Background: an optimization exercise with open tools, aiming at small area and a short achievable clock period. Do not read the settings as production practice. RTL that was checked went through simulation tests only; none was proved equivalent to the original. The RTL of runs 1 and 3 was laid out without a check of its function. Power is estimated from default activity; no workload was simulated.

$ cat design/flow/design.v
module bpu_ao22 (input logic a1, a2, b1, b2, output logic y);
   assign y = (a1 & a2) | (b1 & b2);
endmodule
module bpu_oai22 (input logic a1, a2, b1, b2, output logic y);
   assign y = !((a1 | a2) & (b1 | b2));
endmodule
module bpu_nor2 (input logic a, b, output logic y);
   assign y = !(a | b);
endmodule
module bpu_nor3 (input logic a, b, c, output logic y);
   assign y = !(a | b | c);
endmodule
module bpu_aoi21 (input logic a1, a2, b1, output logic y);
   assign y = !((a1 & a2) | b1);
endmodule
module bpu_nand4 (input logic a, b, c, d, output logic y);
   assign y = !(a & b & c & d);
endmodule
module bpu_nor4 (input logic a, b, c, d, output logic y);
   assign y = !(a | b | c | d);
endmodule
module bpu_nand3 (input logic a, b, c, output logic y);
   assign y = !(a & b & c);
endmodule
module bpu_xnor2 (input logic a, b, output logic y);
   assign y = !(a ^ b);
endmodule
module bpu_inv (input logic a, output logic y);
   assign y = !a;
endmodule
module bpu_nor64 (input logic [63:0] t, output logic y);
   logic [15:0] o4n;
   logic [3:0]  o16;
   for (genvar i = 0; i < 16; i++) begin : g_l1
      bpu_nor4 u (.a(t[4*i]), .b(t[4*i+1]), .c(t[4*i+2]), .d(t[4*i+3]), .y(o4n[i]));
   end
   for (genvar i = 0; i < 4; i++) begin : g_l2
      bpu_nand4 u (.a(o4n[4*i]), .b(o4n[4*i+1]), .c(o4n[4*i+2]), .d(o4n[4*i+3]), .y(o16[i]));
   end
   bpu_nor4 u_l3 (.a(o16[0]), .b(o16[1]), .c(o16[2]), .d(o16[3]), .y(y));
endmodule
module bpu_sel_bit (input logic [63:0] sel_n, input logic [63:0] data_n, input logic en_n,
                    output logic y);
   logic [31:0] p2;
   logic [15:0] p4n;
   logic [3:0]  p16;
   logic [1:0]  p32n;
   for (genvar i = 0; i < 32; i++) begin : g_l1
      bpu_oai22 u (.a1(sel_n[2*i]), .a2(data_n[2*i]), .b1(sel_n[2*i+1]), .b2(data_n[2*i+1]),
                   .y(p2[i]));
   end
   for (genvar i = 0; i < 16; i++) begin : g_l2
      bpu_nor2 u (.a(p2[2*i]), .b(p2[2*i+1]), .y(p4n[i]));
   end
   for (genvar i = 0; i < 4; i++) begin : g_l3
      bpu_nand4 u (.a(p4n[4*i]), .b(p4n[4*i+1]), .c(p4n[4*i+2]), .d(p4n[4*i+3]), .y(p16[i]));
   end
   for (genvar i = 0; i < 2; i++) begin : g_l4
      bpu_nor2 u (.a(p16[2*i]), .b(p16[2*i+1]), .y(p32n[i]));
   end
   bpu_aoi21 u_l5 (.a1(p32n[0]), .a2(p32n[1]), .b1(en_n), .y(y));
endmodule
module bpu_predictor #(
   parameter int INDEX_BITS = 6,
   parameter int TAG_BITS   = 8
) (
   input  logic        clk,
   input  logic        reset,
   input  logic [31:0] pc_in,
   output logic        pred_taken,
   output logic [31:0] pred_imm,
   output logic        pred_hit,
   output logic        ready,
   input  logic        upd_valid,
   input  logic [31:0] upd_pc,
   input  logic        upd_taken,
   input  logic [31:0] upd_imm
);
   localparam int ENTRIES = 1 << INDEX_BITS;
   localparam int TAG_MSB = INDEX_BITS + TAG_BITS - 1;
   logic                  ready_q;
   logic [INDEX_BITS-1:0] sweep_cnt;
   logic [ENTRIES-1:0]               tbl_valid;
   logic [ENTRIES-1:0][TAG_BITS-1:0] tbl_tag;
   logic [ENTRIES-1:0][1:0]          tbl_ctr;
   logic [ENTRIES-1:0][31:0]         tbl_imm_n;    
   logic [31:0]                      upd_imm_n;
   logic [INDEX_BITS-1:0] lk_idx;
   logic [TAG_BITS-1:0]   lk_tag;
   logic [INDEX_BITS-1:0] upd_idx;
   logic [TAG_BITS-1:0]   upd_tag;
   logic                  upd_hit;
   logic                  upd_act;
   logic [1:0]            upd_ctr;
   logic [1:0]            new_ctr;
   logic [ENTRIES-1:0]    row_hit;
   logic [ENTRIES-1:0]    row_tk;
   logic [ENTRIES-1:0]    lk_sel;
   logic [ENTRIES-1:0]    lk_sel_n;
   logic [ENTRIES-1:0]    upd_sel;
   logic [ENTRIES-1:0]    we_t, hd_t, we_c, hd_c;
   logic                  taken_n, hit_n;
   logic unused_pc_bits;
   assign unused_pc_bits = ^{pc_in[31:TAG_MSB+1], upd_pc[31:TAG_MSB+1]};
   always_ff @(posedge clk) begin
      if (reset) begin
         ready_q   <= 1'b0;
         sweep_cnt <= '0;
      end else if (!ready_q) begin
         sweep_cnt <= sweep_cnt + INDEX_BITS'(1);
         if (sweep_cnt == '1) ready_q <= 1'b1;
      end
   end
   assign ready = ready_q;
   assign upd_idx = upd_pc[INDEX_BITS-1:0];
   assign upd_tag = upd_pc[TAG_MSB:INDEX_BITS];
   assign upd_ctr = tbl_ctr[upd_idx];
   assign upd_hit = tbl_valid[upd_idx] && (tbl_tag[upd_idx] == upd_tag);
   assign upd_act = ready_q && !reset && upd_valid;
   always_comb begin
      if (upd_hit) begin
         if (upd_taken) new_ctr = (upd_ctr == 2'b11) ? 2'b11 : upd_ctr + 2'd1;
         else           new_ctr = (upd_ctr == 2'b00) ? 2'b00 : upd_ctr - 2'd1;
      end else begin
         new_ctr = upd_taken ? 2'b10 : upd_ctr;
      end
   end
   assign upd_imm_n = ~upd_imm;
   assign lk_idx = pc_in[INDEX_BITS-1:0];
   assign lk_tag = pc_in[TAG_MSB:INDEX_BITS];
   for (genvar r = 0; r < ENTRIES; r++) begin : g_row
      logic [TAG_BITS-1:0] match;
      logic                ne_lo, ne_hi, sv_n, svc_n;
      assign upd_sel[r] = (upd_idx == INDEX_BITS'(r));
      assign lk_sel[r]  = ready_q && (lk_idx == INDEX_BITS'(r));
      assign lk_sel_n[r] = !lk_sel[r];
      assign we_t[r]    = upd_act && upd_taken && upd_sel[r];
      assign hd_t[r]    = !we_t[r];
      assign we_c[r]    = upd_act && upd_sel[r];
      assign hd_c[r]    = !we_c[r];
      always_ff @(posedge clk) begin
         if (reset) tbl_valid[r] <= 1'b0;
         else if (we_t[r]) tbl_valid[r] <= 1'b1;
      end
      for (genvar b = 0; b < TAG_BITS; b++) begin : g_tag
         logic nq;
         bpu_ao22 u_hold (.a1(tbl_tag[r][b]), .a2(hd_t[r]), .b1(upd_tag[b]), .b2(we_t[r]), .y(nq));
         always_ff @(posedge clk) tbl_tag[r][b] <= nq;
      end
      for (genvar b = 0; b < 32; b++) begin : g_imm
         logic nq;
         bpu_ao22 u_hold (.a1(tbl_imm_n[r][b]), .a2(hd_t[r]), .b1(upd_imm_n[b]), .b2(we_t[r]), .y(nq));
         always_ff @(posedge clk) tbl_imm_n[r][b] <= nq;
      end
      for (genvar b = 0; b < 2; b++) begin : g_ctr
         logic nq;
         bpu_ao22 u_hold (.a1(tbl_ctr[r][b]), .a2(hd_c[r]), .b1(new_ctr[b]), .b2(we_c[r]), .y(nq));
         always_ff @(posedge clk) tbl_ctr[r][b] <= nq;
      end
      for (genvar b = 0; b < TAG_BITS; b++) begin : g_cmp
         bpu_xnor2 u_x (.a(tbl_tag[r][b]), .b(lk_tag[b]), .y(match[b]));
      end
      bpu_nand4 u_eq_lo (.a(match[0]), .b(match[1]), .c(match[2]), .d(match[3]), .y(ne_lo));
      bpu_nand4 u_eq_hi (.a(match[4]), .b(match[5]), .c(match[6]), .d(match[7]), .y(ne_hi));
      assign sv_n  = !(lk_sel[r] && tbl_valid[r]);
      assign svc_n = !(lk_sel[r] && tbl_valid[r] && tbl_ctr[r][1]);
      bpu_nor3 u_hit (.a(sv_n),  .b(ne_lo), .c(ne_hi), .y(row_hit[r]));
      bpu_nor3 u_tk  (.a(svc_n), .b(ne_lo), .c(ne_hi), .y(row_tk[r]));
   end
   bpu_nor64 u_or_hit (.t(row_hit), .y(hit_n));
   bpu_nor64 u_or_tk  (.t(row_tk),  .y(taken_n));
   bpu_inv   u_hit    (.a(hit_n),   .y(pred_hit));
   bpu_inv   u_taken  (.a(taken_n), .y(pred_taken));
   for (genvar b = 0; b < 32; b++) begin : g_bit
      logic [ENTRIES-1:0] col_n;
      for (genvar r = 0; r < ENTRIES; r++) begin : g_col
         assign col_n[r] = tbl_imm_n[r][b];
      end
      bpu_sel_bit u_bit (.sel_n(lk_sel_n), .data_n(col_n), .en_n(taken_n), .y(pred_imm[b]));
   end
endmodule
$ cat design/flow/run.sh
#!/bin/bash
# synth_recipe.tcl (not shown) runs the flow's synth.tcl, then flattens the netlist and writes it again
# the make line also repeats each setting of config.mk as NAME=value (left out here)
make -C /OpenROAD-flow-scripts/flow DESIGN_CONFIG=/design/flow/config.mk WORK_HOME=/design/flow/orfs CLKGATE_MAP_FILE= SYNTH_SCRIPT=/design/flow/synth_recipe.tcl finish
$ cat design/flow/config.mk
export PLATFORM = sky130hd
export DESIGN_NAME = bpu_predictor
export DESIGN_NICKNAME = bpu_predictor
export VERILOG_FILES = /design/flow/design.v
export SDC_FILE = /design/flow/constraint.sdc
export NUM_CORES = 4
export LEC_CHECK = 0
export CAP_MARGIN = 20
export CORE_MARGIN = 2
export CORE_UTILIZATION = 65
export CTS_BUF_LIST = sky130_fd_sc_hd__clkbuf_8 sky130_fd_sc_hd__clkbuf_16
export CTS_CLUSTER_DIAMETER = 60
export CTS_CLUSTER_SIZE = 30
export SETUP_SLACK_MARGIN = 2.5
export SLEW_MARGIN = 20
export SYNTH_HIERARCHICAL = 1
$ cat design/flow/constraint.sdc
create_clock -name core_clock -period 8.0 [get_ports {clk}]
set_input_delay 1.6000 -clock core_clock [delete_from_list [all_inputs] [get_ports {clk}]]
set_output_delay 1.6000 -clock core_clock [all_outputs]
set_load 0.01 [all_outputs]
==> out/qor.yml, run 1 <==
status:
  status: "no timing/DRC/antenna violations"
setup_path:
  end_kind: "output port"
  reg2reg_slack_ns: 3.75
  worst-path-max-fanout: 13
  timing.rr.start: "tbl_tag[62]"
  worstPathArrival_ns: 4.42
  r2r-end: "tbl_ctr[83]"
  startpoint: "pc_in[1]"
  critPathKind: "input port to output port"
  cp-start-kind: "input port"
  r2r_cells: 10
  worstPathRequired_ns: 6.40
timing:
  fin_skew_ns: 0.0603
  slew_headroom_pct: 16.7
  clock.fmax_ghz: 0.166
  final.setup.tns_ns: 0
  setup_violations: 0
  setup_slack_ns: 1.98
  final.period_utilization_pct: 75.3
  hold_viol: 0
  final_max_slew_viol_count: 0
  rsz0062_at_grt: "true"
  period_minus_slack_ns: 6.02
  tightestPinTransition_ns: 1.23
pwr:
  pwr_density_cell_mw_per_mm2: 201
  leakage_nw: 46.3
  ir_worst_vdd_uv: 228
die:
  io_pins: 135
  initial_core_util_pct: 65.4
  die_y_um: 406
  fp.dieW_um: 406
  rows: 147
  dieArea_mm2: 0.165
  core_mm2: 0.160
synthesis:
  synth_common_cells: "dfxtp_1 (2,759), a22o_1 (2,693), o22ai_1 (1,035)"
  syn_inst: 9272
  synth.most_common_cell: "dfxtp_1"
  synthFlopType: "dfxtp_1"
  synth_edf_count: 0
  ys_types: 61
  synth_top_area_share_pct: 52.7
  synth_seq_cells: 2759
  synth-adder-area-share_pct: 0.0334
  synth-compound-area-share_pct: 29.7
  yosys.area_share.simple_pct: 7.41
  yosysWarningCount: 7
  synth_top_cell_by_area: "dfxtp_1"
  yosysSeqAreaShare_pct: 52.7
  syn-cell-area_mm2: 0.105
  synth.area.top_cells: "dfxtp_1 (53%), a22o_1 (22%), o22ai_1 (6.2%)"
  synth_top_family_by_area: "compound AO/OA/AOI/OAI gates"
  postSynthAreaPerCell_um2: 11.3
  synth_xor_area_share_pct: 4.39
  synthArstFlopShare_pct: 0
  synthMuxAreaShare_pct: 4.26
  mappedNetlistNets: 9373
global_routing:
  grt_overflow_total: 0
  grt_pass1_wl_um: 595000
  grt_max_degree: 87
  antenna_found_initial: 18
  grtUsageTotal_pct: 48.5
  grt_pass1_vias: 87600
placed_design:
  port-buffer-count: 98
  gp_congestion: 1.01
  dp_slack_ns: 0.575
  dpl.hpwl_um: 246000
flow_run:
  cap_violations: 0
route:
  wl_um: 414000
  wl_per_cell_um: 33.6
  dr.pass1.iters: 9
  via_count: 93400
  drtAntennaViolNets: 0
  via_per_inst: 7.57
  drc_errors: 0
  drt_first_iter_violations: 14100
hold_path:
  hp-start: "tbl_valid[47]"
  hold_end: "tbl_valid[47]"
  min_path_cells: 2
  min_path_type: "flip-flop to flip-flop"
cts:
  cts_tree: "yes"
  ctsHtreeMaxLevel: 4
  clk_latency_ns: 0.84
  ctsLongestPathBuffers: 3
  cts_root_buf: "clkbuf_16"
  hold_buffers: 0
  numCtsBuffers: 152
  clock_sinks: 2759
  clk_pin_slew_ns: 0.08
cells_and_area:
  nNetsFinal: 10100
  drive_above_1_share_pct: 15.1
  syn_to_final_growth_pct: 15.3
==> cell usage in the layout (no fill, tap or decap), types with 33 or more instances in the layout <==
master | synthesis | layout
clkdlybuf4s50_1 | 0 | 35
nand3_1 | 79 | 71
buf_16 | 0 | 33
nor2_1 | 730 | 643
a22o_1 | 2693 | 2693
clkinvlp_4 | 0 | 50
clkbuf_16 | 0 | 158
inv_2 | 0 | 39
xnor2_1 | 520 | 518
buf_12 | 3 | 62
nor2_2 | 1 | 52
mux2i_1 | 52 | 52
nand2_2 | 0 | 37
inv_6 | 0 | 34
nand4_1 | 266 | 266
nor3_2 | 128 | 128
nand2_1 | 227 | 179
buf_4 | 8 | 464
a22oi_1 | 33 | 33
dfxtp_1 | 2759 | 2758
mux4_2 | 137 | 137
buf_6 | 17 | 61
inv_1 | 263 | 188
a21oi_1 | 48 | 48
nor2_4 | 0 | 36
o22ai_1 | 1035 | 1029
==> per-layer routing <==
| layer | part of all wire, % | wire, um | global-route usage [%] |
|---|---|---|---|
| met2 | 40 | 166000 | 67.1 |
| met4 | 7.3 | 30100 | 29.5 |
| met5 | 0.063 | 261 | 0 |
| met3 | 16 | 66100 | 18.2 |
| met1 | 37 | 152000 | 63.9 |
==> final cells by class <==
cell class / instances / area (um^2)
Sequential cell: 2759 / 55200
Multi-Input combinational cell: 6157 / 49000
Fill cell: 11200 / 39500
Timing Repair Buffer: 698 / 7240
Clock buffer: 166 / 4020
Tap cell: 2160 / 2700
Clock inverter: 115 / 1460
Inverter: 264 / 1130
Timing Repair inverter: 9 / 67.6
Antenna cell: 6 / 15.0
==> flip-flops by register name, indices dropped and copies added, names as in the netlist <==
name       flops
tbl_tag      512
tbl_valid     64
ready_q        1
tbl_imm_n   2048
sweep_cnt      6
tbl_ctr      128
==> worst max-delay path: stages <==
cell	delay, ns
buf_8	0.13
nor2_4	0.22
buf_4	0.19
nand2_8	0.12
buf_4	0.17
nor2_2	0.20
inv_1	0.13
buf_4	0.23
o22ai_1	0.17
nor2_1	0.08
nand4_1	0.44
nor2_1	0.11
buf_4	0.19
a21oi_2	0.24
buf_2	0.18
==> power breakdown <==
part | switching [mW] | internal (mW)
Clock | 5.21 | 4.21
Sequential | 0.0123 | 13.7
Combinational | 0.744 | 0.311
==> cells by family (layout without fill, tap and decap cells) <==
group	count (synthesis)	count (layout)
simple gates	1525	1526
mux	224	224
compound gates	3879	3879
flops	2759	2759
xor+xnor	525	525
other cells	0	6
fa+ha+maj	3	3
buf+inv	357	1252
==> timing repair <==
item	CTS	global route
gates cloned	36	3
pin swaps	101	44
buffers inserted	169	42
endpoints found under the setup margin	172	181
resized for setup	484	92
==> worst max path at each step <==
stage	to	slack (ns)	cells after the start
after global placement	pred_imm[25]	0.63	11
after CTS	pred_imm[29]	2.17	14
after detailed placement	pred_imm[25]	0.57	13
final	pred_imm[3]	1.98	15
after floorplan	pred_taken	1.96	9
after global routing	pred_imm[29]	2.03	15
==> per-module statistics from Yosys, one instance, submodules excluded, excerpt <==
module         flip-flops and latches  cell area [um^2]
bpu_nor4                            0              12.5
bpu_nor2                            0              3.75
bpu_predictor                    2759             64600
bpu_nor3                            0              10.0
bpu_nand4                           0              6.26
bpu_aoi21                           0              8.76
bpu_oai22                           0              6.26
==> stage by stage <==
stage	hold WS, ns	utilization, %	std cells	power (mW)	instance area, um^2
5_1_grt	0.497	75.4	12300	24.7	121000
2_1_floorplan	0.447	-	9272	14.5	105000
4_1_cts	0.480	74.8	12300	24.1	120000
6_report	0.487	75.4	12300	24.2	121000
3_5_place_dp	0.466	69.2	11800	14.9	111000
3_3_place_gp	0.458	69.2	11800	14.9	111000
==> inputs of run 2 (changes only) <==
--- a/design/flow/design.v
+++ b/design/flow/design.v
@@ -3,6 +3,9 @@
 endmodule
 module bpu_oai22 (input logic a1, a2, b1, b2, output logic y);
    assign y = !((a1 | a2) & (b1 | b2));
+endmodule
+module bpu_nand2 (input logic a, b, output logic y);
+   assign y = !(a & b);
 endmodule
 module bpu_nor2 (input logic a, b, output logic y);
    assign y = !(a | b);
@@ -28,16 +31,20 @@
 module bpu_inv (input logic a, output logic y);
    assign y = !a;
 endmodule
-module bpu_nor64 (input logic [63:0] t, output logic y);
-   logic [15:0] o4n;
-   logic [3:0]  o16;
+module bpu_or32 (input logic [31:0] t, output logic y);
+   logic [15:0] o2n;
+   logic [7:0]  o4;
+   logic [3:0]  o8n;
    for (genvar i = 0; i < 16; i++) begin : g_l1
-      bpu_nor4 u (.a(t[4*i]), .b(t[4*i+1]), .c(t[4*i+2]), .d(t[4*i+3]), .y(o4n[i]));
+      bpu_nor2 u (.a(t[2*i]), .b(t[2*i+1]), .y(o2n[i]));
    end
-   for (genvar i = 0; i < 4; i++) begin : g_l2
-      bpu_nand4 u (.a(o4n[4*i]), .b(o4n[4*i+1]), .c(o4n[4*i+2]), .d(o4n[4*i+3]), .y(o16[i]));
+   for (genvar i = 0; i < 8; i++) begin : g_l2
+      bpu_nand2 u (.a(o2n[2*i]), .b(o2n[2*i+1]), .y(o4[i]));
    end
-   bpu_nor4 u_l3 (.a(o16[0]), .b(o16[1]), .c(o16[2]), .d(o16[3]), .y(y));
+   for (genvar i = 0; i < 4; i++) begin : g_l3
+      bpu_nor2 u (.a(o4[2*i]), .b(o4[2*i+1]), .y(o8n[i]));
+   end
+   bpu_nand4 u_l4 (.a(o8n[0]), .b(o8n[1]), .c(o8n[2]), .d(o8n[3]), .y(y));
 endmodule
 module bpu_sel_bit (input logic [63:0] sel_n, input logic [63:0] data_n, input logic en_n,
                     output logic y);
@@ -167,15 +174,24 @@
       bpu_nor3 u_hit (.a(sv_n),  .b(ne_lo), .c(ne_hi), .y(row_hit[r]));
       bpu_nor3 u_tk  (.a(svc_n), .b(ne_lo), .c(ne_hi), .y(row_tk[r]));
    end
-   bpu_nor64 u_or_hit (.t(row_hit), .y(hit_n));
-   bpu_nor64 u_or_tk  (.t(row_tk),  .y(taken_n));
-   bpu_inv   u_hit    (.a(hit_n),   .y(pred_hit));
-   bpu_inv   u_taken  (.a(taken_n), .y(pred_taken));
+   logic [1:0] hit_h, tk_h;
+   logic [3:0] taken_nc;
+   bpu_or32 u_or_hit0 (.t(row_hit[31:0]),  .y(hit_h[0]));
+   bpu_or32 u_or_hit1 (.t(row_hit[63:32]), .y(hit_h[1]));
+   bpu_or32 u_or_tk0  (.t(row_tk[31:0]),   .y(tk_h[0]));
+   bpu_or32 u_or_tk1  (.t(row_tk[63:32]),  .y(tk_h[1]));
+   bpu_nor2 u_hit_n   (.a(hit_h[0]), .b(hit_h[1]), .y(hit_n));
+   bpu_nor2 u_taken_n (.a(tk_h[0]),  .b(tk_h[1]),  .y(taken_n));
+   bpu_inv  u_hit     (.a(hit_n),    .y(pred_hit));
+   bpu_inv  u_taken   (.a(taken_n),  .y(pred_taken));
+   for (genvar k = 0; k < 4; k++) begin : g_tkc
+      bpu_nor2 u_tkc (.a(tk_h[0]), .b(tk_h[1]), .y(taken_nc[k]));
+   end
    for (genvar b = 0; b < 32; b++) begin : g_bit
       logic [ENTRIES-1:0] col_n;
       for (genvar r = 0; r < ENTRIES; r++) begin : g_col
          assign col_n[r] = tbl_imm_n[r][b];
       end
-      bpu_sel_bit u_bit (.sel_n(lk_sel_n), .data_n(col_n), .en_n(taken_n), .y(pred_imm[b]));
+      bpu_sel_bit u_bit (.sel_n(lk_sel_n), .data_n(col_n), .en_n(taken_nc[b/8]), .y(pred_imm[b]));
    end
 endmodule
==> out/qor.yml, run 2 <==
status:
  status: "no timing/DRC/antenna violations"
global_routing:
  grt_overflow_total: 0  # unchanged
  grt_max_degree: 75  # -14%
  grt_pass1_vias: 88300  # +0.76%
  grt_pass1_wl_um: 600000  # +0.88%
  antenna_found_initial: 18  # unchanged
  grtUsageTotal_pct: 48.9  # +0.39 points
synthesis:
  yosys.area_share.simple_pct: 7.41  # about the same
  postSynthAreaPerCell_um2: 11.2  # -0.86%
  syn-cell-area_mm2: 0.105  # about the same
  synthFlopType: "dfxtp_1"
  synth_top_area_share_pct: 52.7  # about the same
  synth.most_common_cell: "dfxtp_1"
  synth_top_family_by_area: "compound AO/OA/AOI/OAI gates"
  synth_edf_count: 0  # unchanged
  yosysSeqAreaShare_pct: 52.7  # about the same
  ys_types: 60  # -1.6%
  syn_inst: 9352  # +0.86%
  synth-compound-area-share_pct: 29.7  # about the same
  mappedNetlistNets: 9453  # +0.85%
  synth.area.top_cells: "dfxtp_1 (53%), a22o_1 (23%), o22ai_1 (6.2%)"
  synth-adder-area-share_pct: 0.0334  # about the same
  synthArstFlopShare_pct: 0  # unchanged
  synth_top_cell_by_area: "dfxtp_1"
  synth_common_cells: "dfxtp_1 (2,759), a22o_1 (2,693), o22ai_1 (1,035)"
  synthMuxAreaShare_pct: 4.26  # about the same
  synth_xor_area_share_pct: 4.39  # about the same
  synth_seq_cells: 2759  # unchanged
  yosysWarningCount: 7  # unchanged
timing:
  tightestPinTransition_ns: 1.35  # +0.113 ns
  final.period_utilization_pct: 73.2  # -2.1 points
  final_max_slew_viol_count: 0  # unchanged
  clock.fmax_ghz: 0.171  # +2.9%
  rsz0062_at_grt: "true"
  final.setup.tns_ns: 0  # unchanged
  fin_skew_ns: 0.0421  # -0.0182 ns
  setup_violations: 0  # unchanged
  period_minus_slack_ns: 5.86  # -0.169 ns
  slew_headroom_pct: 9.56  # -7.1 points
  hold_viol: 0  # unchanged
  setup_slack_ns: 2.14  # +0.169 ns
  hold_slack_ns: 0.483  # -0.00444 ns
cells_and_area:
  stdcell_area_mm2: 0.124  # +2.9%
  layout_commonest_cell: "dfxtp_1"
  syn_to_final_growth_pct: 18.6
  nNetsFinal: 10300  # +1.7%
  largest_reg_flops: 2048  # unchanged
  top_register: "tbl_imm_n"
  drive_above_1_share_pct: 17.6  # +2.5 points
  final_cell_mix: "dfxtp_1 (2,758), a22o_1 (2,693), o22ai_1 (904), nor2_1 (623), xnor2_1 (520)"
  reg_top3: "tbl_imm_n (2048), tbl_tag (512), tbl_ctr (128)"
hold_path:
  min_path_type: "flip-flop to flip-flop"
  min_path_cells: 1  # -1
cts:
  cts_tree: "yes"
  ctsHtreeMaxLevel: 4  # unchanged
  clk_latency_ns: 0.85  # about the same
  numCtsBuffers: 158  # +3.9%
  hold_buffers: 0  # unchanged
  cts_root_buf: "clkbuf_16"
  clock_sinks: 2759  # unchanged
  clk_pin_slew_ns: 0.08  # about the same
  ctsLongestPathBuffers: 3  # unchanged
route:
  drtAntennaViolNets: 0  # unchanged
  via_count: 94600  # +1.3%
  dr.pass1.iters: 10  # +1
  wl_um: 420000  # +1.4%
  wl_per_cell_um: 33.5  # about the same
  drc_errors: 0  # unchanged
  via_per_inst: 7.56  # -0.20%
  drt_first_iter_violations: 15500  # +9.7%
die:
  core_mm2: 0.160  # unchanged
  dieArea_mm2: 0.164  # about the same
  fp.dieW_um: 406  # about the same
  rows: 147  # unchanged
  io_pins: 135  # unchanged
  die_y_um: 406  # about the same
  initial_core_util_pct: 65.4  # about the same
placed_design:
  dpl.hpwl_um: 250000  # +1.6%
  gp_congestion: 1.04  # +2.6%
  place_area_mm2: 0.111  # +0.19%
  dp_slack_ns: 0.512  # -0.0623 ns
  port-buffer-count: 98  # unchanged
setup_path:
  critPathKind: "input port to output port"
  worstPathArrival_ns: 4.26  # -0.16 ns
  r2r_cells: 10  # unchanged
  worstPathRequired_ns: 6.40  # about the same
  worst-path-max-fanout: 16  # +3
  end_kind: "output port"
  cp-start-kind: "input port"
flow_run:
  cap_violations: 0  # unchanged
pwr:
  ir_worst_vdd_uv: 242  # +6.2%
  pwr_density_cell_mw_per_mm2: 198  # -1.4%
  leakage_nw: 48.2  # +4.1%
==> run 2: changes by cell type after synthesis <==
cell     delta
nor2_1     +86
nor4_2     -34
nand2_1    +32
nand4_1     -4
==> run 2: cell families after synthesis <==
logic type / count (synthesis)
adder cells (fa/ha/maj): 3
AND/OR/NAND/NOR: 1605
XOR/XNOR: 525
flip-flops: 2759
multiplexers: 224
AO/OA/AOI/OAI: 3879
buffers and inverters: 357
==> run 2: layout make-up <==
cell class              count  area (um^2)
multi-input cells        6237        50400
well taps                2160         2700
fillers                 10500        36100
inverters                 264         1180
diodes                      9         22.5
repair buffers            785         8930
clock inverters           135         1820
flip-flops and latches   2759        55200
clock buffers             160         3990
repair inverters            9         67.6
==> run 2: routing by layer <==
| layer | GRT usage (%) | wire (um) | share of wire, % |
|---|---|---|---|
| met1 | 65.8 | 156000 | 37 |
| met2 | 66.5 | 168000 | 40 |
| met3 | 21.7 | 73400 | 17 |
| met4 | 23.1 | 22200 | 5.3 |
| met5 | 0 | 290 | 0.069 |
==> run 2: worst paths after layout <==
kind	slack [ns]	start	to
worst min-delay path	0.48	tbl_ctr[42]	tbl_ctr[42]
worst max register to register	3.33	ready_q	tbl_imm_n[24]
worst max-delay path	2.14	pc_in[2]	pred_imm[30]
worst min register to register	0.48	tbl_ctr[42]	tbl_ctr[42]
==> run 2: power by group <==
group / switching, mW / leakage (nW) / internal (mW) / total (mW)
sequential: 0.0129 / 22.2 / 13.7 / 13.8
combinational: 0.752 / 23.2 / 0.290 / 1.04
clock: 5.47 / 2.80 / 4.32 / 9.79
total: 6.23 / 48.2 / 18.4 / 24.6
==> run 2: modules after synthesis, one instance, submodules excluded, excerpt <==
module	cells inside	times used	cell area [um^2]	flip-flops and latches
bpu_inv	1	2	3.75	0
bpu_xnor2	1	512	8.76	0
bpu_oai22	1	1024	6.26	0
bpu_ao22	1	2688	8.76	0
bpu_aoi21	1	32	8.76	0
bpu_nor3	1	128	10.0	0
bpu_nand4	1	260	6.26	0
bpu_predictor	4012	1	64600	2759
bpu_nand2	1	32	3.75	0
bpu_nor2	1	662	3.75	0
==> run 2: timing repair <==
action / CTS / global route
gates resized for setup: 844 / 202
cloned: 48 / 4
setup endpoints to repair: 34 / 129
pin swaps: 232 / 143
hold endpoints to repair: 0 / 0
buffers inserted: 215 / 47
==> run 2: critical path, cell delays in order <==
cell     delay [ns]
buf_12         0.13
nor2b_4        0.14
buf_12         0.13
nand2_8        0.09
buf_4          0.13
nor2_4         0.06
inv_4          0.13
buf_12         0.19
o22ai_2        0.09
nor2_2         0.31
nand4_1        0.49
nor2_1         0.27
buf_4          0.22
a21oi_4        0.10
buf_6          0.13
==> run 2: stage by stage <==
stage | power, mW | util (%) | cells
detailed placement | 14.9 | 69.3 | 11900
finish | 24.6 | 77.5 | 12500
global route | 25.0 | 77.5 | 12500
CTS | 24.4 | 76.6 | 12500
global placement | 14.9 | 69.3 | 11900
floorplan | 14.5 | - | 9352
==> inputs of run 3 (changes only) <==
--- a/design/flow/design.v
+++ b/design/flow/design.v
@@ -27,6 +27,9 @@
 endmodule
 module bpu_xnor2 (input logic a, b, output logic y);
    assign y = !(a ^ b);
+endmodule
+module bpu_and3 (input logic a, b, c, output logic y);
+   assign y = a & b & c;
 endmodule
 module bpu_inv (input logic a, output logic y);
    assign y = !a;
@@ -102,7 +105,6 @@
    logic [1:0]            new_ctr;
    logic [ENTRIES-1:0]    row_hit;
    logic [ENTRIES-1:0]    row_tk;
-   logic [ENTRIES-1:0]    lk_sel;
    logic [ENTRIES-1:0]    lk_sel_n;
    logic [ENTRIES-1:0]    upd_sel;
    logic [ENTRIES-1:0]    we_t, hd_t, we_c, hd_c;
@@ -135,12 +137,22 @@
    assign upd_imm_n = ~upd_imm;
    assign lk_idx = pc_in[INDEX_BITS-1:0];
    assign lk_tag = pc_in[TAG_MSB:INDEX_BITS];
+   logic [INDEX_BITS-1:0] lk_idx_n;
+   logic [7:0]            lk_lo, lk_hi;
+   for (genvar k = 0; k < INDEX_BITS; k++) begin : g_idx_n
+      bpu_inv u_inv (.a(lk_idx[k]), .y(lk_idx_n[k]));
+   end
+   for (genvar i = 0; i < 8; i++) begin : g_pre
+      bpu_and3 u_lo (.a(i[0] ? lk_idx[0] : lk_idx_n[0]), .b(i[1] ? lk_idx[1] : lk_idx_n[1]),
+                     .c(i[2] ? lk_idx[2] : lk_idx_n[2]), .y(lk_lo[i]));
+      bpu_and3 u_hi (.a(i[0] ? lk_idx[3] : lk_idx_n[3]), .b(i[1] ? lk_idx[4] : lk_idx_n[4]),
+                     .c(i[2] ? lk_idx[5] : lk_idx_n[5]), .y(lk_hi[i]));
+   end
    for (genvar r = 0; r < ENTRIES; r++) begin : g_row
       logic [TAG_BITS-1:0] match;
       logic                ne_lo, ne_hi, sv_n, svc_n;
       assign upd_sel[r] = (upd_idx == INDEX_BITS'(r));
-      assign lk_sel[r]  = ready_q && (lk_idx == INDEX_BITS'(r));
-      assign lk_sel_n[r] = !lk_sel[r];
+      bpu_nand2 u_sel (.a(lk_lo[r%8]), .b(lk_hi[r/8]), .y(lk_sel_n[r]));
       assign we_t[r]    = upd_act && upd_taken && upd_sel[r];
       assign hd_t[r]    = !we_t[r];
       assign we_c[r]    = upd_act && upd_sel[r];
@@ -169,8 +181,8 @@
       end
       bpu_nand4 u_eq_lo (.a(match[0]), .b(match[1]), .c(match[2]), .d(match[3]), .y(ne_lo));
       bpu_nand4 u_eq_hi (.a(match[4]), .b(match[5]), .c(match[6]), .d(match[7]), .y(ne_hi));
-      assign sv_n  = !(lk_sel[r] && tbl_valid[r]);
-      assign svc_n = !(lk_sel[r] && tbl_valid[r] && tbl_ctr[r][1]);
+      bpu_nand3 u_sv  (.a(lk_lo[r%8]), .b(lk_hi[r/8]), .c(tbl_valid[r]), .y(sv_n));
+      bpu_nand4 u_svc (.a(lk_lo[r%8]), .b(lk_hi[r/8]), .c(tbl_valid[r]), .d(tbl_ctr[r][1]), .y(svc_n));
       bpu_nor3 u_hit (.a(sv_n),  .b(ne_lo), .c(ne_hi), .y(row_hit[r]));
       bpu_nor3 u_tk  (.a(svc_n), .b(ne_lo), .c(ne_hi), .y(row_tk[r]));
    end
==> out/qor.yml, run 3 <==
die:
  fp.dieW_um: 405  # about the same
  rows: 147  # unchanged
  initial_core_util_pct: 65.4  # about the same
  io_pins: 135  # unchanged
  core_mm2: 0.160  # -0.11%
  die_y_um: 405  # about the same
  dieArea_mm2: 0.164  # -0.11%
route:
  dr.pass1.iters: 7  # -3
  via_per_inst: 7.66  # +1.4%
  via_count: 94700  # +0.10%
  wl_per_cell_um: 34.4  # +2.6%
  drt_first_iter_violations: 15000  # -3.0%
  wl_um: 425000  # +1.4%
  drc_errors: 0  # unchanged
  drtAntennaViolNets: 0  # unchanged
global_routing:
  grtUsageTotal_pct: 49.8  # +0.94 points
  grt_pass1_wl_um: 608000  # +1.4%
  grt_overflow_total: 0  # unchanged
  grt_pass1_vias: 88200  # -0.17%
  antenna_found_initial: 16  # -2
  grt_max_degree: 71  # -5.3%
cells_and_area:
  multiInputGateArea_mm2: 0.0505  # +0.33%
  final_cell_mix: "dfxtp_1 (2,759), a22o_1 (2,694), o22ai_1 (979), xnor2_1 (515), nor2_1 (511)"
  ff_latch_area_mm2: 0.0552  # about the same
  nFillCells: 10700  # +2.6%
  drive_above_1_share_pct: 16.0  # -1.6 points
  syn_to_final_growth_pct: 16.8
  reg_top3: "tbl_imm_n (2048), tbl_tag (512), tbl_ctr (128)"
  largest_reg_flops: 2048  # unchanged
  nNetsFinal: 10200  # -1.5%
  layout_commonest_cell: "dfxtp_1"
  top_register: "tbl_imm_n"
synthesis:
  yosysSeqAreaShare_pct: 52.8  # +0.059 points
  synth_edf_count: 0  # unchanged
  syn-cell-area_mm2: 0.105  # -0.11%
  synth_top_area_share_pct: 52.8  # +0.059 points
  synth_common_cells: "dfxtp_1 (2,759), a22o_1 (2,694), o22ai_1 (1,035)"
  yosysWarningCount: 7  # unchanged
  synthArstFlopShare_pct: 0  # unchanged
  synth_seq_cells: 2759  # unchanged
  syn_inst: 9353  # +0.011%
  synthFlopType: "dfxtp_1"
  synth.area.top_cells: "dfxtp_1 (53%), a22o_1 (23%), o22ai_1 (6.2%)"
  synth_top_cell_by_area: "dfxtp_1"
  postSynthAreaPerCell_um2: 11.2  # -0.12%
  mappedNetlistNets: 9454  # +0.011%
  ys_types: 65  # +8.3%
  synth.most_common_cell: "dfxtp_1"
setup_path:
  r2r_cells: 10  # unchanged
  end_kind: "output port"
  worstPathRequired_ns: 6.40  # about the same
  cp-start-kind: "input port"
  critPathKind: "input port to output port"
  worst-path-max-fanout: 10  # -6
  worstPathArrival_ns: 4.30  # +0.04 ns
hold_path:
  min_path_cells: 2  # +1
  min_path_type: "flip-flop to flip-flop"
pwr:
  pwr_density_cell_mw_per_mm2: 205  # +3.7%
  leakage_nw: 47.2  # -2.0%
  ir_worst_vdd_uv: 222  # -8.1%
cts:
  ctsHtreeMaxLevel: 4  # unchanged
  ctsLongestPathBuffers: 3  # unchanged
  clk_pin_slew_ns: 0.08  # about the same
  cts_tree: "yes"
  clk_latency_ns: 0.88  # +0.03 ns
  clock_sinks: 2759  # unchanged
  numCtsBuffers: 154  # -2.5%
  cts_root_buf: "clkbuf_16"
timing:
  hold_slack_ns: 0.476  # -0.00687 ns
  final_max_slew_viol_count: 0  # unchanged
  fin_skew_ns: 0.0493  # +0.00723 ns
  hold_viol: 0  # unchanged
  period_minus_slack_ns: 5.90  # +0.0420 ns
  final.setup.tns_ns: 0  # unchanged
  tightestPinTransition_ns: 1.22  # -0.129 ns
  clock.fmax_ghz: 0.170  # -0.71%
  slew_headroom_pct: 16.7  # +7.2 points
  final.period_utilization_pct: 73.7  # +0.53 points
  rsz0062_at_grt: "true"
  setup_violations: 0  # unchanged
flow_run:
  cap_violations: 0  # unchanged
placed_design:
  gp_congestion: 1.02  # -1.8%
  dpl.hpwl_um: 252000  # +0.84%
  port-buffer-count: 98  # unchanged
status:
  status: "no timing/DRC/antenna violations"
-- run 3: worst paths after layout --
| kind | startpoint | end | slack [ns] |
|---|---|---|---|
| max | pc_in[1] | pred_imm[18] | 2.10 |
| min | tbl_valid[31] | tbl_valid[31] | 0.48 |
| max reg2reg | ready_q | tbl_imm_n[943] | 3.33 |
| min reg2reg | tbl_valid[31] | tbl_valid[31] | 0.48 |
-- run 3: area by class of cell --
cell class | instances | area share [%]
Multi-Input combinational cell | 6307 | 41.3
Clock inverter | 118 | 1.18
Antenna cell | 7 | 0.0143
Inverter | 212 | 0.672
Clock buffer | 169 | 3.38
Tap cell | 2160 | 2.21
Sequential cell | 2759 | 45.2
Timing Repair Buffer | 630 | 6.05
-- run 3: Yosys stat by module (local to each module, per instance), excerpt --
module / area [um^2] / flip-flops and latches / times used
bpu_nor2: 3.75 / 0 / 662
bpu_nor3: 10.0 / 0 / 128
bpu_aoi21: 8.76 / 0 / 32
bpu_nand4: 6.26 / 0 / 324
bpu_and3: 6.26 / 0 / 16
bpu_predictor: 63400 / 2759 / 1
bpu_inv: 3.75 / 0 / 8
bpu_ao22: 8.76 / 0 / 2688
bpu_xnor2: 8.76 / 0 / 512
bpu_nand2: 3.75 / 0 / 96
bpu_nand3: 5.00 / 0 / 64
-- run 3: per-layer routing --
layer | up-vias | track usage [%] | part of all wire (%)
li1 | 39000 | - | -
met1 | 46500 | 66.4 | 36
met2 | 7788 | 66.7 | 39
met3 | 1458 | 22.1 | 18
met4 | 16 | 27.7 | 6.4
met5 | - | 0 | 0.025
-- run 3: logic make-up after synthesis --
logic type	share of synthesized area, %
AO/OA/AOI/OAI	30.0
flip-flops	52.8
AND/OR/NAND/NOR	7.70
XOR/XNOR	4.33
buffers and inverters	1.24
multiplexers	3.99
adder cells (fa/ha/maj)	0.0215
-- run 3: worst max-delay path, stage by stage --
cell	delay [ns]
buf_6	0.14
inv_4	0.09
and3_4	0.24
buf_12	0.16
nand2_4	0.13
buf_6	0.17
o22ai_1	0.09
nor2_2	0.24
nand4_1	0.60
nor2_1	0.33
buf_4	0.23
a21oi_4	0.10
buf_6	0.14
-- run 3: power by group --
group / internal, mW / leakage (nW) / switching [mW] / total, mW
Combinational: 0.470 / 22.3 / 1.32 / 1.79
Clock: 4.24 / 2.72 / 5.29 / 9.54
Sequential: 13.7 / 22.2 / 0.0133 / 13.8
Total: 18.5 / 47.2 / 6.63 / 25.1
-- run 3: stage by stage --
step	util, %	setup slack [ns]	total power [mW]	area, um^2	cells
3_5_place_dp	69.1	0.620	15.5	111000	11800
6_report	76.3	2.10	25.1	122000	12400
3_3_place_gp	69.1	0.577	15.5	111000	11800
5_1_grt	76.3	2.18	25.5	122000	12400
4_1_cts	75.8	2.35	24.9	121000	12300
2_1_floorplan	-	2.59	14.7	105000	9353
-- run 3: what timing repair did --
action,CTS,global route
gates resized for setup,876,99
buffers inserted,129,32
endpoints found under the setup margin,34,125
gates cloned,57,3
pin swaps,309,131
hold buffers,0,0
==> inputs of run 4 (changes only) <==
--- a/design/flow/design.v
+++ b/design/flow/design.v
@@ -12,9 +12,6 @@
 endmodule
 module bpu_nor3 (input logic a, b, c, output logic y);
    assign y = !(a | b | c);
-endmodule
-module bpu_aoi21 (input logic a1, a2, b1, output logic y);
-   assign y = !((a1 & a2) | b1);
 endmodule
 module bpu_nand4 (input logic a, b, c, d, output logic y);
    assign y = !(a & b & c & d);
@@ -53,8 +50,10 @@
                     output logic y);
    logic [31:0] p2;
    logic [15:0] p4n;
-   logic [3:0]  p16;
-   logic [1:0]  p32n;
+   logic [7:0]  p8;
+   logic [3:0]  p16n;
+   logic [1:0]  p32;
+   logic        p64n;
    for (genvar i = 0; i < 32; i++) begin : g_l1
       bpu_oai22 u (.a1(sel_n[2*i]), .a2(data_n[2*i]), .b1(sel_n[2*i+1]), .b2(data_n[2*i+1]),
                    .y(p2[i]));
@@ -62,13 +61,17 @@
    for (genvar i = 0; i < 16; i++) begin : g_l2
       bpu_nor2 u (.a(p2[2*i]), .b(p2[2*i+1]), .y(p4n[i]));
    end
-   for (genvar i = 0; i < 4; i++) begin : g_l3
-      bpu_nand4 u (.a(p4n[4*i]), .b(p4n[4*i+1]), .c(p4n[4*i+2]), .d(p4n[4*i+3]), .y(p16[i]));
-   end
-   for (genvar i = 0; i < 2; i++) begin : g_l4
-      bpu_nor2 u (.a(p16[2*i]), .b(p16[2*i+1]), .y(p32n[i]));
-   end
-   bpu_aoi21 u_l5 (.a1(p32n[0]), .a2(p32n[1]), .b1(en_n), .y(y));
+   for (genvar i = 0; i < 8; i++) begin : g_l3
+      bpu_nand2 u (.a(p4n[2*i]), .b(p4n[2*i+1]), .y(p8[i]));
+   end
+   for (genvar i = 0; i < 4; i++) begin : g_l4
+      bpu_nor2 u (.a(p8[2*i]), .b(p8[2*i+1]), .y(p16n[i]));
+   end
+   for (genvar i = 0; i < 2; i++) begin : g_l5
+      bpu_nand2 u (.a(p16n[2*i]), .b(p16n[2*i+1]), .y(p32[i]));
+   end
+   bpu_nor2 u_l6 (.a(p32[0]), .b(p32[1]), .y(p64n));
+   bpu_nor2 u_l7 (.a(p64n), .b(en_n), .y(y));
 endmodule
 module bpu_predictor #(
    parameter int INDEX_BITS = 6,
--- a/design/flow/config.mk
+++ b/design/flow/config.mk
@@ -7,7 +7,7 @@
 export LEC_CHECK = 0
 export CAP_MARGIN = 20
 export CORE_MARGIN = 2
-export CORE_UTILIZATION = 65
+export CORE_UTILIZATION = 72
 export CTS_BUF_LIST = sky130_fd_sc_hd__clkbuf_8 sky130_fd_sc_hd__clkbuf_16
 export CTS_CLUSTER_DIAMETER = 60
 export CTS_CLUSTER_SIZE = 30
==> out/qor.yml, run 4 <==
status:
  status: "no timing/DRC/antenna violations"
route:
  via_count: 97500  # +2.9%
  drt_first_iter_violations: 17000  # +13%
  drtAntennaViolNets: 0  # unchanged
  wl_per_cell_um: 34.2  # -0.72%
  wl_um: 421000  # -1.1%
  via_per_inst: 7.92  # +3.3%
  drc_errors: 0  # unchanged
  dr.pass1.iters: 12  # +5
die:
  core_mm2: 0.145  # -9.2%
  rows: 140  # -4.8%
  initial_core_util_pct: 72.4  # +7.1 points
  dieArea_mm2: 0.149  # -9.1%
  io_pins: 135  # unchanged
  die_y_um: 386  # -4.7%
  fp.dieW_um: 386  # -4.7%
timing:
  clock.fmax_ghz: 0.175  # +3.1%
  setup_violations: 0  # unchanged
  tightestPinTransition_ns: 1.29  # +0.0733 ns
  fin_skew_ns: 0.0458  # -0.00349 ns
  final_max_slew_viol_count: 0  # unchanged
  hold_viol: 0  # unchanged
  final.period_utilization_pct: 71.5  # -2.2 points
  final.setup.tns_ns: 0  # unchanged
  slew_headroom_pct: 13.3  # -3.5 points
  period_minus_slack_ns: 5.72  # -0.175 ns
  rsz0062_at_grt: "true"
pwr:
  leakage_nw: 48.2  # +2.2%
  ir_worst_vdd_uv: 277  # +25%
  power_frac_comb_pct: 7.7  # +0.6 points
  p_sw_mw: 6.53  # -1.5%
  pwr-share-clk_pct: 36.8  # -1.2 points
  power.total_mw: 24.8  # -1.2%
  p_sw_share_pct: 26.4  # -0.075 points
  power.internal_mw: 18.3  # -1.1%
  pwr_density_cell_mw_per_mm2: 205  # -0.29%
  seqPwrFrac_pct: 55.5  # +0.7 points
synthesis:
  synth_edf_count: 0  # unchanged
  synth_seq_cells: 2759  # unchanged
  synthArstFlopShare_pct: 0  # unchanged
  yosysSeqAreaShare_pct: 52.4  # -0.30 points
  synth_top_area_share_pct: 52.4  # -0.30 points
  postSynthAreaPerCell_um2: 10.9  # -2.4%
  synth_common_cells: "dfxtp_1 (2,759), a22o_1 (2,694), o22ai_1 (1,035)"
  syn_inst: 9641  # +3.1%
  synthFlopType: "dfxtp_1"
  ys_types: 64  # -1.5%
  synth_top_cell_by_area: "dfxtp_1"
  mappedNetlistNets: 9742  # +3.0%
  yosysWarningCount: 7  # unchanged
  synth.most_common_cell: "dfxtp_1"
  syn-cell-area_mm2: 0.105  # +0.57%
  synth.area.top_cells: "dfxtp_1 (52%), a22o_1 (22%), o22ai_1 (6.1%)"
cts:
  hold_buffers: 0  # unchanged
  cts_tree: "yes"
  clk_latency_ns: 0.85  # -0.03 ns
  clk_pin_slew_ns: 0.08  # about the same
  ctsLongestPathBuffers: 3  # unchanged
  ctsHtreeMaxLevel: 4  # unchanged
  numCtsBuffers: 150  # -2.6%
  clock_sinks: 2759  # unchanged
  cts_root_buf: "clkbuf_16"
setup_path:
  cp-start-kind: "input port"
  end_kind: "output port"
  path_cells: "buf_12, inv_4, and3_4, buf_4, nand2_8, buf_12, o22ai_1, nor2_2, nand2_2, nor2_4, nand2_4, nor2_4, nor2_1, dlygate4sd2_1"
  worstPathRequired_ns: 6.40  # about the same
  critPathKind: "input port to output port"
  worst-path-buf-inv: 5  # -1
  crit_slowest_cell: "nor2_4"
  worst-path-max-fanout: 8  # -2
  crit_family: "simple AND/OR/NAND/NOR gates"
  worstPathArrival_ns: 4.12  # -0.18 ns
  crit_path_max_incr_delay_ns: 0.41  # -0.19 ns
global_routing:
  grtUsageTotal_pct: 51.4  # +1.6 points
  antenna_found_initial: 15  # -1
  grt_pass1_wl_um: 585000  # -3.9%
  grt_pass1_vias: 90500  # +2.7%
  grt_overflow_total: 0  # unchanged
  grt_max_degree: 72  # +1.4%
cells_and_area:
  reg_top3: "tbl_imm_n (2048), tbl_tag (512), tbl_ctr (128)"
  largest_reg_flops: 2048  # unchanged
  final_core_util_pct: 83.4  # +7.0 points
  final_cells: 12300  # -0.42%
  top_register: "tbl_imm_n"
  nFillCells: 8053  # -25%
  stdcell_area_mm2: 0.121  # -0.89%
  nNetsFinal: 10400  # +2.0%
  syn_to_final_growth_pct: 15.1
  final_cell_mix: "dfxtp_1 (2,759), a22o_1 (2,694), o22ai_1 (1,032), nor2_1 (667), xnor2_1 (515)"
  drive_above_1_share_pct: 14.3  # -1.8 points
  layout_commonest_cell: "dfxtp_1"
placed_design:
  port-buffer-count: 98  # unchanged
  place_inst: 11900  # +0.38%
  dpl.hpwl_um: 239000  # -5.2%
  gp_congestion: 1.13  # +11%
  place_area_mm2: 0.111  # +0.17%
hold_path:
  min_path_type: "flip-flop to flip-flop"
flow_run:
  cap_violations: 0  # unchanged
-- run 4: cell type report --
class	instances	area [um^2]	share of cell area (%)
clock inverters	108	1270	1.04
well taps	1917	2400	1.98
diodes	7	17.5	0.0145
flip-flops and latches	2759	55200	45.6
multi-input cells	6592	50700	41.8
repair buffers	554	6820	5.62
inverters	212	830	0.684
clock buffers	161	3940	3.25
-- run 4: through the flow --
step	hold slack, ns	setup WS, ns
CTS	0.478	2.36
global route	0.497	2.36
global placement	0.457	0.752
finish	0.481	2.28
detailed placement	0.466	0.707
floorplan	0.449	2.59
-- run 4: path summary, 6_finish.rpt --
path                                     from            end  slack, ns  cells after the start
worst max-delay path                 pc_in[0]   pred_imm[10]       2.28                     14
worst min-delay path            tbl_valid[33]  tbl_valid[33]       0.48                      2
worst max register to register        ready_q   tbl_tag[401]       3.56                     10
worst min register to register  tbl_valid[33]  tbl_valid[33]       0.48                      2
-- run 4: tightest hold or removal path, delay by kind of cell (launching register included) --
kind	cells	cell delay, ns
AOI/OAI and AO/OA	1	0.05
buffers and inverters	1	0.06
DFF	1	0.33
-- run 4: modules after synthesis (local to each module, per instance), excerpt --
module / cells inside / cell area, um^2 / copies in the design
bpu_nand3: 1 / 5.00 / 64
bpu_oai22: 1 / 6.26 / 1024
bpu_and3: 1 / 6.26 / 16
bpu_nor3: 1 / 10.0 / 128
bpu_nor2: 1 / 3.75 / 790
bpu_ao22: 1 / 8.76 / 2688
bpu_predictor: 3799 / 63400 / 1
-- run 4: kinds of logic after synthesis --
logic type      Yosys count  synth area share [%]
fa+ha+maj                 2                0.0214
buf+inv                 301                  1.23
mux                     243                  3.97
simple gates           1936                  8.49
xor+xnor                518                  4.31
compound gates         3882                  29.5
flops                  2759                  52.4
-- run 4: metal layers --
metal / vias to the layer above / global-route usage (%) / wire length, um
met5: - / 0 / 113
met4: 16 / 34.5 / 35800
met3: 2025 / 20.2 / 75200
met2: 9043 / 70.3 / 167000
met1: 47100 / 66.9 / 142000
li1: 39300 / - / -
-- run 4: repair_timing --
action,4_1_cts,5_1_grt
gates cloned,22,47
buffers inserted,45,26
resized for setup,601,302
endpoints found under the setup margin,91,182
pin swaps,57,110
-- run 4: power by group through the flow --
stage	logic, mW	clock network (mW)	registers (mW)
6_report	1.92	9.12	13.8
5_1_grt	1.87	9.49	13.8
4_1_cts	1.63	8.99	13.8
3_5_place_dp	1.44	0	14.1
3_3_place_gp	1.41	0	14.1
2_1_floorplan	0.650	0	14.1
==> inputs of run 5 (changes only) <==
--- a/design/flow/config.mk
+++ b/design/flow/config.mk
@@ -7,7 +7,7 @@
 export LEC_CHECK = 0
 export CAP_MARGIN = 20
 export CORE_MARGIN = 2
-export CORE_UTILIZATION = 72
+export CORE_UTILIZATION = 65
 export CTS_BUF_LIST = sky130_fd_sc_hd__clkbuf_8 sky130_fd_sc_hd__clkbuf_16
 export CTS_CLUSTER_DIAMETER = 60
 export CTS_CLUSTER_SIZE = 30
==> out/qor.yml, run 5 <==
cells_and_area:
  final_cell_mix: "dfxtp_1 (2,759), a22o_1 (2,694), o22ai_1 (1,034), nor2_1 (679), xnor2_1 (515)"
  syn_to_final_growth_pct: 15.9
  drive_above_1_share_pct: 14.7  # +0.44 points
  nNetsFinal: 10400  # +0.58%
  top_register: "tbl_imm_n"
  reg_top3: "tbl_imm_n (2048), tbl_tag (512), tbl_ctr (128)"
  nFillCells: 11000  # +36%
  largest_reg_flops: 2048  # unchanged
  layout_commonest_cell: "dfxtp_1"
cts:
  cts_root_buf: "clkbuf_16"
  clk_latency_ns: 0.86  # about the same
  ctsLongestPathBuffers: 3  # unchanged
  clk_pin_slew_ns: 0.09  # about the same
  ctsHtreeMaxLevel: 4  # unchanged
  numCtsBuffers: 153  # +2.0%
  cts_tree: "yes"
  clock_sinks: 2759  # unchanged
timing:
  rsz0062_at_grt: "true"
  setup_violations: 0  # unchanged
  tightestPinTransition_ns: 1.22  # -0.0730 ns
  slew_headroom_pct: 18.8  # +5.5 points
  clock.fmax_ghz: 0.177  # +1.4%
  setup_slack_ns: 2.36  # +0.0815 ns
  hold_viol: 0  # unchanged
  final.setup.tns_ns: 0  # unchanged
  final.period_utilization_pct: 70.5  # -1.0 points
  final_max_slew_viol_count: 0  # unchanged
  period_minus_slack_ns: 5.64  # -0.0815 ns
  fin_skew_ns: 0.0643  # +0.0184 ns
synthesis:
  synth_xor_area_share_pct: 4.31  # unchanged
  synth_seq_cells: 2759  # unchanged
  synth_top_cell_by_area: "dfxtp_1"
  synth-adder-area-share_pct: 0.0214  # unchanged
  syn_inst: 9641  # unchanged
  ys_types: 64  # unchanged
  yosysSeqAreaShare_pct: 52.4  # unchanged
  yosys.area_share.simple_pct: 8.49  # unchanged
  mappedNetlistNets: 9742  # unchanged
  syn-cell-area_mm2: 0.105  # unchanged
  synth.most_common_cell: "dfxtp_1"
  postSynthAreaPerCell_um2: 10.9  # unchanged
  synthMuxAreaShare_pct: 3.97  # unchanged
  synth.area.top_cells: "dfxtp_1 (52%), a22o_1 (22%), o22ai_1 (6.1%)"
  yosysWarningCount: 7  # unchanged
  synthFlopType: "dfxtp_1"
  synth_common_cells: "dfxtp_1 (2,759), a22o_1 (2,694), o22ai_1 (1,035)"
  synth-compound-area-share_pct: 29.5  # unchanged
  synth_top_area_share_pct: 52.4  # unchanged
  synth_top_family_by_area: "compound AO/OA/AOI/OAI gates"
  synth_edf_count: 0  # unchanged
  synthArstFlopShare_pct: 0  # unchanged
pwr:
  p_sw_mw: 6.66  # +1.9%
  pwr_density_cell_mw_per_mm2: 206  # +0.74%
  seqPwrFrac_pct: 54.7  # -0.8 points
  ir_worst_vdd_uv: 242  # -13%
  power.total_mw: 25.2  # +1.5%
  p_sw_share_pct: 26.5  # +0.12 points
  pwr-share-clk_pct: 37.7  # +0.9 points
  leakage_nw: 48.5  # +0.62%
  power.internal_mw: 18.5  # +1.3%
  power_frac_comb_pct: 7.7  # about the same
route:
  via_per_inst: 7.50  # -5.3%
  drc_errors: 0  # unchanged
  wl_per_cell_um: 32.9  # -3.7%
  drtAntennaViolNets: 0  # unchanged
  drt_first_iter_violations: 14400  # -15%
  wl_um: 415000  # -1.2%
  dr.pass1.iters: 8  # -4
  via_count: 94700  # -2.8%
setup_path:
  critPathKind: "input port to output port"
  worstPathArrival_ns: 4.04  # -0.08 ns
  worstPathRequired_ns: 6.40  # about the same
  end_kind: "output port"
  cp-start-kind: "input port"
  worst-path-max-fanout: 16  # +8
  reg2reg_slack_ns: 3.82  # +0.26 ns
global_routing:
  antenna_found_initial: 14  # -1
  grtUsageTotal_pct: 47.8  # -3.6 points
  grt_pass1_wl_um: 591000  # +1.0%
  grt_overflow_total: 0  # unchanged
  grt_max_degree: 70  # -2.8%
  grt_pass1_vias: 87800  # -3.0%
die:
  rows: 147  # +5.0%
  initial_core_util_pct: 65.5  # -6.9 points
  die_y_um: 407  # +5.2%
  dieArea_mm2: 0.165  # +11%
  core_mm2: 0.161  # +11%
  fp.dieW_um: 407  # +5.2%
  io_pins: 135  # unchanged
status:
  status: "no timing/DRC/antenna violations"
placed_design:
  gp_congestion: 1.11  # -2.3%
  dp_slack_ns: 0.730  # +0.0227 ns
  port-buffer-count: 98  # unchanged
  dpl.hpwl_um: 245000  # +2.7%
flow_run:
  cap_violations: 0  # unchanged
hold_path:
  min_path_type: "flip-flop to flip-flop"
-- run 5: critical path, cell delays in order --
cell and delay, ns:
buf_4 0.16, inv_4 0.09, and3_4 0.24, buf_4 0.19, nand2_2 0.17, buf_12 0.21, o22ai_1 0.10, nor2_2 0.18
nand2_2 0.13, nor2_4 0.30, nand2_4 0.19, nor2_1 0.14, nor2_1 0.05, dlygate4sd2_1 0.28
-- run 5: metal layers --
| metal | part of all wire [%] | wire length [um] | vias up | track usage (%) |
|---|---|---|---|---|
| met4 | 7.1 | 29600 | 4 | 29.4 |
| met5 | 0.052 | 214 | - | 0 |
| met2 | 41 | 169000 | 7413 | 65.8 |
| met1 | 37 | 152000 | 46500 | 64.1 |
| li1 | - | - | 39500 | - |
| met3 | 16 | 65200 | 1261 | 16.5 |
-- run 5: per-stage QoR --
stage | hold slack, ns | util [%] | cells | instance area (um^2)
after floorplan | 0.449 | - | 9641 | 105000
after global placement | 0.460 | 69.5 | 12200 | 112000
after detailed placement | 0.467 | 69.5 | 12200 | 112000
after CTS | 0.478 | 75.3 | 12600 | 121000
after global routing | 0.499 | 75.9 | 12600 | 122000
final | 0.481 | 75.9 | 12600 | 122000
-- run 5: area by class of cell --
class	count	area, um^2	share of cell area [%]
Sequential cell	2759	55200	45.2
Multi-Input combinational cell	6590	50600	41.4
Timing Repair Buffer	613	7140	5.85
Clock buffer	167	4110	3.37
Tap cell	2160	2700	2.21
Clock inverter	115	1430	1.17
Inverter	212	821	0.672
Antenna cell	13	32.5	0.0266
-- run 5: modules after synthesis, one instance, submodules excluded, a selection --
module / cells inside / times used / area [um^2]
bpu_nand3: 1 / 64 / 5.00
bpu_nand2: 1 / 416 / 3.75
bpu_predictor: 3799 / 1 / 63400
bpu_oai22: 1 / 1024 / 6.26
bpu_nor3: 1 / 128 / 10.0
bpu_nor2: 1 / 790 / 3.75
bpu_xnor2: 1 / 512 / 8.76
bpu_ao22: 1 / 2688 / 8.76
bpu_nand4: 1 / 196 / 6.26
bpu_inv: 1 / 8 / 3.75
bpu_and3: 1 / 16 / 6.26
-- run 5: power groups by stage --
stage	logic [mW]	registers [mW]	clock network, mW
4_1_cts	1.73	13.8	9.41
3_3_place_gp	1.47	14.1	0
5_1_grt	1.90	13.8	9.91
2_1_floorplan	0.650	14.1	0
6_report	1.93	13.8	9.47
3_5_place_dp	1.49	14.1	0
-- run 5: logic make-up after synthesis --
kind of cell | count (synthesis)
AOI/OAI and AO/OA | 3882
xor gates and xnor gates | 518
adders and majority gates | 2
buffers and inverters | 301
DFF | 2759
muxes | 243
and+or+nand+nor | 1936
-- run 5: path summary, 6_finish.rpt --
path	startpoint	end	depth (start not counted)
max	pc_in[4]	pred_imm[18]	14
min reg2reg	tbl_valid[39]	tbl_valid[39]	2
max reg2reg	ready_q	tbl_tag[63]	10
min	tbl_valid[39]	tbl_valid[39]	2
-- run 5: repair_timing --
action	CTS	global route
setup endpoints to repair	34	69
cloned	39	15
buffers inserted	70	44
hold buffers	0	0
resized for setup	702	161
pin swaps	100	65
==> inputs of run 6 (changes only) <==
--- a/design/flow/config.mk
+++ b/design/flow/config.mk
@@ -7,7 +7,7 @@
 export LEC_CHECK = 0
 export CAP_MARGIN = 20
 export CORE_MARGIN = 2
-export CORE_UTILIZATION = 65
+export CORE_UTILIZATION = 60
 export CTS_BUF_LIST = sky130_fd_sc_hd__clkbuf_8 sky130_fd_sc_hd__clkbuf_16
 export CTS_CLUSTER_DIAMETER = 60
 export CTS_CLUSTER_SIZE = 30
==> out/qor.yml, run 6 <==
timing:
  final_max_slew_viol_count: 0  # unchanged
  setup_violations: 0  # unchanged
  final.period_utilization_pct: 70.3  # -0.19 points
  period_minus_slack_ns: 5.63  # -0.0152 ns
  rsz0062_at_grt: "true"
  tightestPinTransition_ns: 1.11  # -0.112 ns
  clock.fmax_ghz: 0.178  # +0.27%
  final.setup.tns_ns: 0  # unchanged
  slew_headroom_pct: 26.3  # +7.5 points
  hold_viol: 0  # unchanged
  fin_skew_ns: 0.0471  # -0.0172 ns
synthesis:
  synth_common_cells: "dfxtp_1 (2,759), a22o_1 (2,694), o22ai_1 (1,035)"
  synth.area.top_cells: "dfxtp_1 (52%), a22o_1 (22%), o22ai_1 (6.1%)"
  synth-compound-area-share_pct: 29.5  # unchanged
  synthFlopType: "dfxtp_1"
  syn-cell-area_mm2: 0.105  # unchanged
  synth_seq_cells: 2759  # unchanged
  synthArstFlopShare_pct: 0  # unchanged
  synthMuxAreaShare_pct: 3.97  # unchanged
  synth.most_common_cell: "dfxtp_1"
  yosysSeqAreaShare_pct: 52.4  # unchanged
  synth_top_cell_by_area: "dfxtp_1"
  yosysWarningCount: 7  # unchanged
  synth_edf_count: 0  # unchanged
  syn_inst: 9641  # unchanged
  synth-adder-area-share_pct: 0.0214  # unchanged
  mappedNetlistNets: 9742  # unchanged
  yosys.area_share.simple_pct: 8.49  # unchanged
  ys_types: 64  # unchanged
  synth_xor_area_share_pct: 4.31  # unchanged
  synth_top_family_by_area: "compound AO/OA/AOI/OAI gates"
  synth_top_area_share_pct: 52.4  # unchanged
  postSynthAreaPerCell_um2: 10.9  # unchanged
hold_path:
  min_path_cells: 2  # unchanged
  hp-start: "tbl_valid[35]"
  hold_end: "tbl_valid[35]"
  min_path_type: "flip-flop to flip-flop"
pwr:
  pwr-share-clk_pct: 38.8  # +1.1 points
  seqPwrFrac_pct: 54.1  # -0.6 points
  p_sw_share_pct: 26.0  # -0.49 points
  pwr_density_cell_mw_per_mm2: 206  # -0.11%
  leakage_nw: 49.1  # +1.1%
  p_sw_mw: 6.60  # -0.88%
  ir_worst_vdd_uv: 184  # -24%
  power.internal_mw: 18.8  # +1.7%
  power_frac_comb_pct: 7.1  # -0.6 points
cts:
  ctsLongestPathBuffers: 3  # unchanged
  cts_root_buf: "clkbuf_16"
  numCtsBuffers: 161  # +5.2%
  clk_latency_ns: 0.89  # +0.03 ns
  hold_buffers: 0  # unchanged
  clk_pin_slew_ns: 0.07  # -0.02 ns
  clock_sinks: 2759  # unchanged
  ctsHtreeMaxLevel: 4  # unchanged
  cts_tree: "yes"
cells_and_area:
  drive_above_1_share_pct: 15.1  # +0.39 points
  layout_commonest_cell: "dfxtp_1"
  largest_reg_flops: 2048  # unchanged
  final_cell_mix: "dfxtp_1 (2,759), a22o_1 (2,694), o22ai_1 (1,035), nor2_1 (728), xnor2_1 (507)"
  nNetsFinal: 10500  # +0.48%
  top_register: "tbl_imm_n"
  syn_to_final_growth_pct: 17.2
  stdcell_area_mm2: 0.123  # +1.1%
  reg_top3: "tbl_imm_n (2048), tbl_tag (512), tbl_ctr (128)"
die:
  dieArea_mm2: 0.179  # +8.2%
  fp.dieW_um: 423  # +4.0%
  die_y_um: 423  # +4.0%
  core_mm2: 0.174  # +8.4%
  initial_core_util_pct: 60.4  # -5.1 points
  io_pins: 135  # unchanged
  rows: 153  # +4.1%
route:
  via_count: 93900  # -0.91%
  dr.pass1.iters: 8  # unchanged
  drtAntennaViolNets: 0  # unchanged
  via_per_inst: 7.31  # -2.6%
  drc_errors: 0  # unchanged
  drt_first_iter_violations: 13200  # -7.8%
  wl_per_cell_um: 33.3  # +1.3%
  wl_um: 428000  # +3.0%
setup_path:
  startpoint: "pc_in[13]"
  timing.rr.start: "tbl_tag[111]"
  worstPathArrival_ns: 4.03  # about the same
  end_kind: "output port"
  worstPathRequired_ns: 6.40  # about the same
  reg2reg_slack_ns: 3.84  # +0.02 ns
  cp-start-kind: "input port"
  r2r_cells: 10  # unchanged
  r2r-end: "tbl_ctr[42]"
  worst-path-max-fanout: 14  # -2
  critPathKind: "input port to output port"
placed_design:
  dpl.hpwl_um: 253000  # +3.2%
  place_area_mm2: 0.112  # +0.28%
  port-buffer-count: 98  # unchanged
  gp_congestion: 1.01  # -8.7%
global_routing:
  antenna_found_initial: 5  # -9
  grt_pass1_wl_um: 611000  # +3.5%
  grt_overflow_total: 0  # unchanged
  grtUsageTotal_pct: 45.8  # -2.0 points
  grt_max_degree: 65  # -7.1%
  grt_pass1_vias: 87600  # -0.20%
flow_run:
  cap_violations: 0  # unchanged
status:
  status: "no timing/DRC/antenna violations"
-- run 6: cell count changes in the layout (fill, tap and decap cells not counted), sizes merged --
cell / change
inv: -10
clkdlybuf4s15: +1
clkbuf: -12
bufinv: +4
clkinvlp: -3
and3: -6
buf: +60
bufbuf: +12
dlymetal6s2s: -2
diode: -10
clkinv: +15
-- run 6: what timing repair did --
item,in CTS,in global routing
endpoints found under the hold margin,0,0
gates cloned,50,7
setup buffers,91,46
gates resized for setup,746,162
pin swaps,111,88
endpoints found under the setup margin,34,74
-- run 6: worst max-delay path: stages --
cell	delay, ns
buf_16	0.17
buf_12	0.21
xnor2_1	0.09
nand4_1	0.21
nor3_2	0.06
nor2_1	0.19
nand2_2	0.14
nor2_2	0.22
nand4_1	0.15
buf_6	0.18
buf_8	0.14
nor2_2	0.11
buf_6	0.17
nor2_1	0.06
dlygate4sd2_1	0.28
-- run 6: area by class of cell --
class	count	area (um^2)
Antenna cell	3	7.51
Fill cell	13000	50800
Inverter	212	827
Multi-Input combinational cell	6584	50500
Tap cell	2325	2910
Sequential cell	2759	55200
Clock inverter	121	1460
Clock buffer	178	4360
Timing Repair Buffer	661	8170
-- run 6: modules after synthesis (local to each module, per instance), excerpt --
module,cell area [um^2],flip-flops and latches
bpu_inv,3.75,0
bpu_oai22,6.26,0
bpu_and3,6.26,0
bpu_nand2,3.75,0
bpu_predictor,63400,2759
bpu_nor2,3.75,0
bpu_nor3,10.0,0
bpu_xnor2,8.76,0
bpu_ao22,8.76,0
bpu_nand3,5.00,0
bpu_nand4,6.26,0
-- run 6: metal layers --
metal	wire [um]	global-route usage [%]
met2	178000	66.1
met3	54100	11.5
met5	59	0.0806
met4	36500	31.7
met1	159000	60.2
-- run 6: through the flow --
step                instances  total power [mW]  util (%)  worst slack [ns]  hold slack [ns]
finish                  12800              25.4      70.9              2.37            0.479
global route            12800              25.9      70.8              2.36            0.494
CTS                     12800              25.2      70.2              2.38            0.477
detailed placement      12300              15.5      64.3             0.607            0.464
global placement        12300              15.5      64.3             0.640            0.461
floorplan                9641              14.7         -              2.59            0.449
-- run 6: worst max-delay path by stage --
stage | endpoint | slack (ns)
after detailed placement | pred_imm[27] | 0.61
after global placement | pred_imm[27] | 0.64
after floorplan | tbl_ctr[0] | 2.59
final | pred_imm[16] | 2.37
after CTS | pred_imm[25] | 2.38
after global routing | pred_imm[16] | 2.36
-- run 6: cells by family (layout without fill, tap and decap cells) --
| kind of cell | after synthesis | count (layout) |
|---|---|---|
| AO/OA/AOI/OAI | 3882 | 3882 |
| XOR/XNOR | 518 | 518 |
| adder cells (fa/ha/maj) | 2 | 2 |
| buffers and inverters | 301 | 1172 |
| flip-flops | 2759 | 2759 |
| multiplexers | 243 | 243 |
| other | 0 | 3 |
| AND/OR/NAND/NOR | 1936 | 1939 |
-- run 6: power groups by stage --
stage / Sequential [mW] / Clock [mW] / Combinational (mW)
floorplan: 14.1 / 0 / 0.650
finish: 13.8 / 9.86 / 1.79
global placement: 14.1 / 0 / 1.39
detailed placement: 14.1 / 0 / 1.40
CTS: 13.8 / 9.82 / 1.65
global route: 13.8 / 10.3 / 1.79

Check on run 6: ideal ports give 2.374 ns setup slack; a clkbuf_16 on the clock port and buf_2 on the inputs give 2.003 ns; moving port delays by the midpoint clock arrival (0.962 ns) as well gives 1.517 ns.
